Source: an optimization exercise on an open RTL-to-GDS flow (aim: small area). Production flows keep margins and buffers that such runs may drop.
The RTL was checked by simulation tests, not by an equivalence proof against the original design.
Power and IR drop assume default switching activity.

==> flow/design.v <==
module id_decode_pipe #(
  parameter int XLEN = 32,
  parameter int NREG = 32,
  parameter int AW   = $clog2(NREG)
) (
  input  logic            clk,
  input  logic            rst,
  input  logic            in_valid,
  output logic            in_ready,
  input  logic [XLEN-1:0] in_pc,
  input  logic [31:0]     in_instr,
  input  logic            hz_stall,
  input  logic            flush,
  input  logic            wb_we,
  input  logic [AW-1:0]   wb_rd,
  input  logic [XLEN-1:0] wb_data,
  input  logic            mem_we,
  input  logic [AW-1:0]   mem_rd,
  input  logic [XLEN-1:0] mem_data,
  output logic            out_valid,
  input  logic            out_ready,
  output logic [AW-1:0]   out_rs1,
  output logic [AW-1:0]   out_rs2,
  output logic [AW-1:0]   out_rd,
  output logic [XLEN-1:0] out_rs1_data,
  output logic [XLEN-1:0] out_rs2_data,
  output logic [XLEN-1:0] out_imm,
  output logic [2:0]      out_funct3,
  output logic [6:0]      out_ctrl,
  output logic            br_taken,
  output logic [XLEN-1:0] br_target
);
  localparam logic [6:0] OPC_R      = 7'b0110011;
  localparam logic [6:0] OPC_IMM    = 7'b0010011;
  localparam logic [6:0] OPC_LOAD   = 7'b0000011;
  localparam logic [6:0] OPC_STORE  = 7'b0100011;
  localparam logic [6:0] OPC_LUI    = 7'b0110111;
  localparam logic [6:0] OPC_BRANCH = 7'b1100011;
  localparam logic [2:0] CL_NONE   = 3'd0;
  localparam logic [2:0] CL_R      = 3'd1;
  localparam logic [2:0] CL_IMM    = 3'd2;
  localparam logic [2:0] CL_LOAD   = 3'd3;
  localparam logic [2:0] CL_STORE  = 3'd4;
  localparam logic [2:0] CL_LUI    = 3'd5;
  localparam logic [2:0] CL_BRANCH = 3'd6;
  logic [NREG-1:1][XLEN-1:0] rf_q;
  logic [XLEN-1:0] wr_data;
  logic [NREG-1:1] wr_en, wr_en_n;
  logic [NREG-1:1][XLEN-1:0] rf_nx;
  assign wr_data = wb_data & {XLEN{~rst}};
  always_comb begin
    for (int i = 1; i < NREG; i++) begin
      wr_en[i] = rst | (wb_we && (wb_rd == AW'(i)));
    end
  end
  assign wr_en_n = ~wr_en;
  for (genvar i = 1; i < NREG; i++) begin : g_rf
    for (genvar b = 0; b < XLEN; b++) begin : g_b
      idp_hold u_hold (
        .q(rf_q[i][b]), .hn(wr_en_n[i]), .d(wr_data[b]), .h(wr_en[i]), .y(rf_nx[i][b])
      );
    end
  end
  always_ff @(posedge clk) begin
    rf_q <= rf_nx;
  end
  logic [AW-1:0]   rs1_s, rs2_s;
  logic [XLEN-1:0] rs1_val_s, rs2_val_s;
  logic [AW-1:0]   rd_idx [2];
  logic [XLEN-1:0] rd_val [2];
  assign rs1_s     = in_instr[19:15];
  assign rs2_s     = in_instr[24:20];
  assign rd_idx[0] = rs1_s;
  assign rd_idx[1] = rs2_s;
  for (genvar p = 0; p < 2; p++) begin : g_rd
    logic            nz, m_hit, w_hit;
    logic [32:0]     sel;
    assign nz    = (rd_idx[p] != '0);
    assign m_hit = nz && mem_we && (mem_rd == rd_idx[p]);
    assign w_hit = nz && !m_hit && wb_we && (wb_rd == rd_idx[p]);
    always_comb begin
      sel[0] = m_hit;
      sel[1] = w_hit;
      for (int i = 1; i < NREG; i++) begin
        sel[i+1] = (rd_idx[p] == AW'(i)) && !m_hit && !w_hit;
      end
    end
    for (genvar b = 0; b < XLEN; b++) begin : g_bit
      logic [32:0] d;
      always_comb begin
        d[0] = mem_data[b];
        d[1] = wb_data[b];
        for (int i = 1; i < NREG; i++) d[i+1] = rf_q[i][b];
      end
      idp_rd_bit u_bit (.d(d), .s(sel), .y(rd_val[p][b]));
    end
  end
  assign rs1_val_s = rd_val[0];
  assign rs2_val_s = rd_val[1];
  logic [6:0]  opcode_s;
  logic [2:0]  funct3_s;
  logic        is_branch_s;
  logic [32:0] diff_s;
  logic        eq_s, ltu_s, lts_s, br_cond_s;
  logic        in_ready_s, accept_s;
  assign opcode_s    = in_instr[6:0];
  assign funct3_s    = in_instr[14:12];
  assign is_branch_s = (opcode_s == OPC_BRANCH);
  assign diff_s = {1'b0, rs1_val_s} - {1'b0, rs2_val_s};
  assign eq_s   = (rs1_val_s == rs2_val_s);
  assign ltu_s  = diff_s[32];
  assign lts_s  = ltu_s ^ rs1_val_s[XLEN-1] ^ rs2_val_s[XLEN-1];
  always_comb begin
    case (funct3_s)
      3'b000:  br_cond_s = eq_s;
      3'b001:  br_cond_s = !eq_s;
      3'b100:  br_cond_s = lts_s;
      3'b101:  br_cond_s = !lts_s;
      3'b110:  br_cond_s = ltu_s;
      3'b111:  br_cond_s = !ltu_s;
      default: br_cond_s = 1'b0;
    endcase
  end
  assign in_ready_s = !rst && !hz_stall && !flush && (!out_valid || out_ready);
  assign accept_s   = in_valid && in_ready_s;
  assign in_ready  = in_ready_s;
  assign br_taken  = accept_s && is_branch_s && br_cond_s;
  logic [12:1]  bimm_lo;
  logic [13:1]  cy;
  logic [31:13] pfx_one, pfx_zero;
  logic         tgt_inc, tgt_dec;
  assign bimm_lo = {in_instr[31], in_instr[7], in_instr[30:25], in_instr[11:8]};
  assign cy[1]   = 1'b0;
  assign br_target[0] = in_pc[0];
  for (genvar i = 1; i <= 12; i++) begin : g_tgt_lo
    assign br_target[i] = in_pc[i] ^ bimm_lo[i] ^ cy[i];
    assign cy[i+1]      = (in_pc[i] & bimm_lo[i]) | (cy[i] & (in_pc[i] ^ bimm_lo[i]));
  end
  assign tgt_inc      = cy[13] & ~in_instr[31];
  assign tgt_dec      = ~cy[13] & in_instr[31];
  assign pfx_one[13]  = 1'b1;
  assign pfx_zero[13] = 1'b1;
  for (genvar i = 14; i <= 31; i++) begin : g_tgt_pfx
    assign pfx_one[i]  = pfx_one[i-1] & in_pc[i-1];
    assign pfx_zero[i] = pfx_zero[i-1] & ~in_pc[i-1];
  end
  for (genvar i = 13; i <= 31; i++) begin : g_tgt_hi
    assign br_target[i] = in_pc[i] ^ ((tgt_inc & pfx_one[i]) | (tgt_dec & pfx_zero[i]));
  end
  logic [2:0]      class_s;
  logic [31:7]     q_ins;
  logic [2:0]      q_class;
  logic [XLEN-1:0] q_rs1_data, q_rs2_data;
  logic            valid_q;
  always_comb begin
    case (opcode_s)
      OPC_R:      class_s = CL_R;
      OPC_IMM:    class_s = CL_IMM;
      OPC_LOAD:   class_s = CL_LOAD;
      OPC_STORE:  class_s = CL_STORE;
      OPC_LUI:    class_s = CL_LUI;
      OPC_BRANCH: class_s = CL_BRANCH;
      default:    class_s = CL_NONE;
    endcase
  end
  always_ff @(posedge clk) begin
    if (rst) begin
      valid_q <= 1'b0;
    end else if (flush) begin
      valid_q <= 1'b0;
    end else if (accept_s) begin
      valid_q <= 1'b1;
    end else if (out_ready) begin
      valid_q <= 1'b0;
    end
  end
  localparam int IDEX_W = 25 + 3 + 2 * XLEN;
  logic              idex_ld, idex_ld_n;
  logic [IDEX_W-1:0] idex_q, idex_d, idex_nx;
  assign idex_ld   = !flush && accept_s;
  assign idex_ld_n = !idex_ld;
  assign idex_d    = {in_instr[31:7], class_s, rs1_val_s, rs2_val_s};
  for (genvar b = 0; b < IDEX_W; b++) begin : g_idex
    idp_hold u_hold (
      .q(idex_q[b]), .hn(idex_ld_n), .d(idex_d[b]), .h(idex_ld), .y(idex_nx[b])
    );
  end
  always_ff @(posedge clk) begin
    idex_q <= idex_nx;
  end
  assign {q_ins, q_class, q_rs1_data, q_rs2_data} = idex_q;
  logic [XLEN-1:0] imm_o;
  logic [6:0]      ctrl_o;
  always_comb begin
    imm_o  = '0;
    ctrl_o = 7'b0000000;
    case (q_class)
      CL_R: begin
        ctrl_o = (q_ins[30] && (q_ins[14:12] == 3'b000)) ? 7'b0100100 : 7'b0100010;
      end
      CL_IMM: begin
        imm_o  = {{20{q_ins[31]}}, q_ins[31:20]};
        ctrl_o = 7'b0100001;
      end
      CL_LOAD: begin
        imm_o  = {{20{q_ins[31]}}, q_ins[31:20]};
        ctrl_o = 7'b1101001;
      end
      CL_STORE: begin
        imm_o  = {{20{q_ins[31]}}, q_ins[31:25], q_ins[11:7]};
        ctrl_o = 7'b0010001;
      end
      CL_LUI: begin
        imm_o  = {q_ins[31:12], 12'h000};
        ctrl_o = 7'b0100001;
      end
      CL_BRANCH: begin
        imm_o  = {{20{q_ins[31]}}, q_ins[7], q_ins[30:25], q_ins[11:8], 1'b0};
      end
      default: ;
    endcase
  end
  assign out_valid    = valid_q;
  assign out_rs1      = q_ins[19:15];
  assign out_rs2      = q_ins[24:20];
  assign out_rd       = q_ins[11:7];
  assign out_funct3   = q_ins[14:12];
  assign out_rs1_data = q_rs1_data;
  assign out_rs2_data = q_rs2_data;
  assign out_imm      = imm_o;
  assign out_ctrl     = ctrl_o;
endmodule
module idp_rd_bit (
  input  logic [32:0] d,
  input  logic [32:0] s,
  output logic        y
);
  logic [10:0] n;
  for (genvar g = 0; g < 11; g++) begin : g_aoi
    idp_aoi222 u_aoi (
      .a1(d[3*g]),   .a2(s[3*g]),
      .b1(d[3*g+1]), .b2(s[3*g+1]),
      .c1(d[3*g+2]), .c2(s[3*g+2]),
      .y(n[g])
    );
  end
  assign y = ~&n;
endmodule
module idp_aoi222 (
  input  logic a1, a2, b1, b2, c1, c2,
  output logic y
);
  assign y = ~((a1 & a2) | (b1 & b2) | (c1 & c2));
endmodule
module idp_hold (
  input  logic q,
  input  logic hn,
  input  logic d,
  input  logic h,
  output logic y
);
  assign y = (q & hn) | (d & h);
endmodule
export LEC_CHECK = 0
export CAP_MARGIN = 20
export CORE_MARGIN = 2
export CORE_UTILIZATION = 40
export SLEW_MARGIN = 20
export SYNTH_HIERARCHICAL = 1
create_clock -name core_clock -period 11.0 [get_ports {clk}]
standard.sh (not shown) runs the stock make flow with config.mk's settings and CLKGATE_MAP_FILE= SYNTH_SCRIPT=/design/flow/synth_recipe.tcl, a recipe that flattens the netlist after the stock synthesis.
==> flow/flow/run.sh <==
#!/bin/bash
# The standard layout (standard.sh, standard synthesis) with two changes:
#  - port buffers use the smallest buffer cell (buf_1) instead of the flow's default pick;
#  - the clock tree uses small clock buffers in small clusters and no dummy loads.
# Each make step's full output is in orfs/logs/...; this script's own output is in flow_run.log.
set -euo pipefail
export BUFFER_PORTS_ARGS="-buffer_cell sky130_fd_sc_hd__buf_1"
export CTS_ARGS="-sink_clustering_enable -repair_clock_nets -dont_use_dummy_load -buf_list {sky130_fd_sc_hd__clkbuf_4 sky130_fd_sc_hd__clkbuf_8} -sink_clustering_size 16 -sink_clustering_max_diameter 50"
bash standard.sh > flow_run.log 2>&1
The baseline completed with no timing, DRC or antenna violations.
Rerun with:
--- a/flow/design.v
+++ b/flow/design.v
@@ -45,24 +45,17 @@
   localparam logic [2:0] CL_BRANCH = 3'd6;
   logic [NREG-1:1][XLEN-1:0] rf_q;
   logic [XLEN-1:0] wr_data;
-  logic [NREG-1:1] wr_en, wr_en_n;
-  logic [NREG-1:1][XLEN-1:0] rf_nx;
+  logic [NREG-1:1] wr_en;
   assign wr_data = wb_data & {XLEN{~rst}};
   always_comb begin
     for (int i = 1; i < NREG; i++) begin
       wr_en[i] = rst | (wb_we && (wb_rd == AW'(i)));
     end
   end
-  assign wr_en_n = ~wr_en;
-  for (genvar i = 1; i < NREG; i++) begin : g_rf
-    for (genvar b = 0; b < XLEN; b++) begin : g_b
-      idp_hold u_hold (
-        .q(rf_q[i][b]), .hn(wr_en_n[i]), .d(wr_data[b]), .h(wr_en[i]), .y(rf_nx[i][b])
-      );
-    end
-  end
   always_ff @(posedge clk) begin
-    rf_q <= rf_nx;
+    for (int i = 1; i < NREG; i++) begin
+      if (wr_en[i]) rf_q[i] <= wr_data;
+    end
   end
   logic [AW-1:0]   rs1_s, rs2_s;
   logic [XLEN-1:0] rs1_val_s, rs2_val_s;
@@ -174,21 +167,14 @@
       valid_q <= 1'b0;
     end
   end
-  localparam int IDEX_W = 25 + 3 + 2 * XLEN;
-  logic              idex_ld, idex_ld_n;
-  logic [IDEX_W-1:0] idex_q, idex_d, idex_nx;
-  assign idex_ld   = !flush && accept_s;
-  assign idex_ld_n = !idex_ld;
-  assign idex_d    = {in_instr[31:7], class_s, rs1_val_s, rs2_val_s};
-  for (genvar b = 0; b < IDEX_W; b++) begin : g_idex
-    idp_hold u_hold (
-      .q(idex_q[b]), .hn(idex_ld_n), .d(idex_d[b]), .h(idex_ld), .y(idex_nx[b])
-    );
-  end
   always_ff @(posedge clk) begin
-    idex_q <= idex_nx;
-  end
-  assign {q_ins, q_class, q_rs1_data, q_rs2_data} = idex_q;
+    if (!flush && accept_s) begin
+      q_ins      <= in_instr[31:7];
+      q_class    <= class_s;
+      q_rs1_data <= rs1_val_s;
+      q_rs2_data <= rs2_val_s;
+    end
+  end
   logic [XLEN-1:0] imm_o;
   logic [6:0]      ctrl_o;
   always_comb begin
@@ -252,12 +238,3 @@
 );
   assign y = ~((a1 & a2) | (b1 & b2) | (c1 & c2));
 endmodule
-module idp_hold (
-  input  logic q,
-  input  logic hn,
-  input  logic d,
-  input  logic h,
-  output logic y
-);
-  assign y = (q & hn) | (d & h);
-endmodule
After rerunning: Wire length came out lower by about 16%; worst setup slack is better by 0.047 ns; fmax came out higher by 0.44%; die area came out higher by 1.4%; cell area came out higher by 2.9%; synthesized area came out higher by about 1.5%; utilization came out higher by 0.62 points; total power came out lower by 1.6%; via count came out lower by 21%; global-route usage came out lower by 5.6 points.

separate check: timing with driven ports:
Ports are ideal in the flow. The routed layouts listed here were re-timed in OpenROAD.
Step 1 sets driving cells, clkbuf_16 on the clock port and buf_2 on the other inputs (assumed; they add their load-dependent delay and slew).
Step 2 times the ports against the registers' clock, not the clock port: input delays grow and output delays shrink by t, the midpoint of the rising clock arrivals with the driver on.
Three values: ideal ports, drivers, drivers and shift; two values: the first two.
| run | shift t [ns] | slack for setup (ns) | pins driven straight from the clock port |
|---|---|---|---|
| the first run | 0.881 | 0.189 / 0.141 / 0.141 | 1 |
| the second run | 0.818 | 0.237 / 0.194 / 0.194 | 1 |
After both steps every run listed still meets setup and hold. For the first run, which loses most, drivers alone change the setup slack by -0.048 ns; drivers and shift together by -0.048 ns.
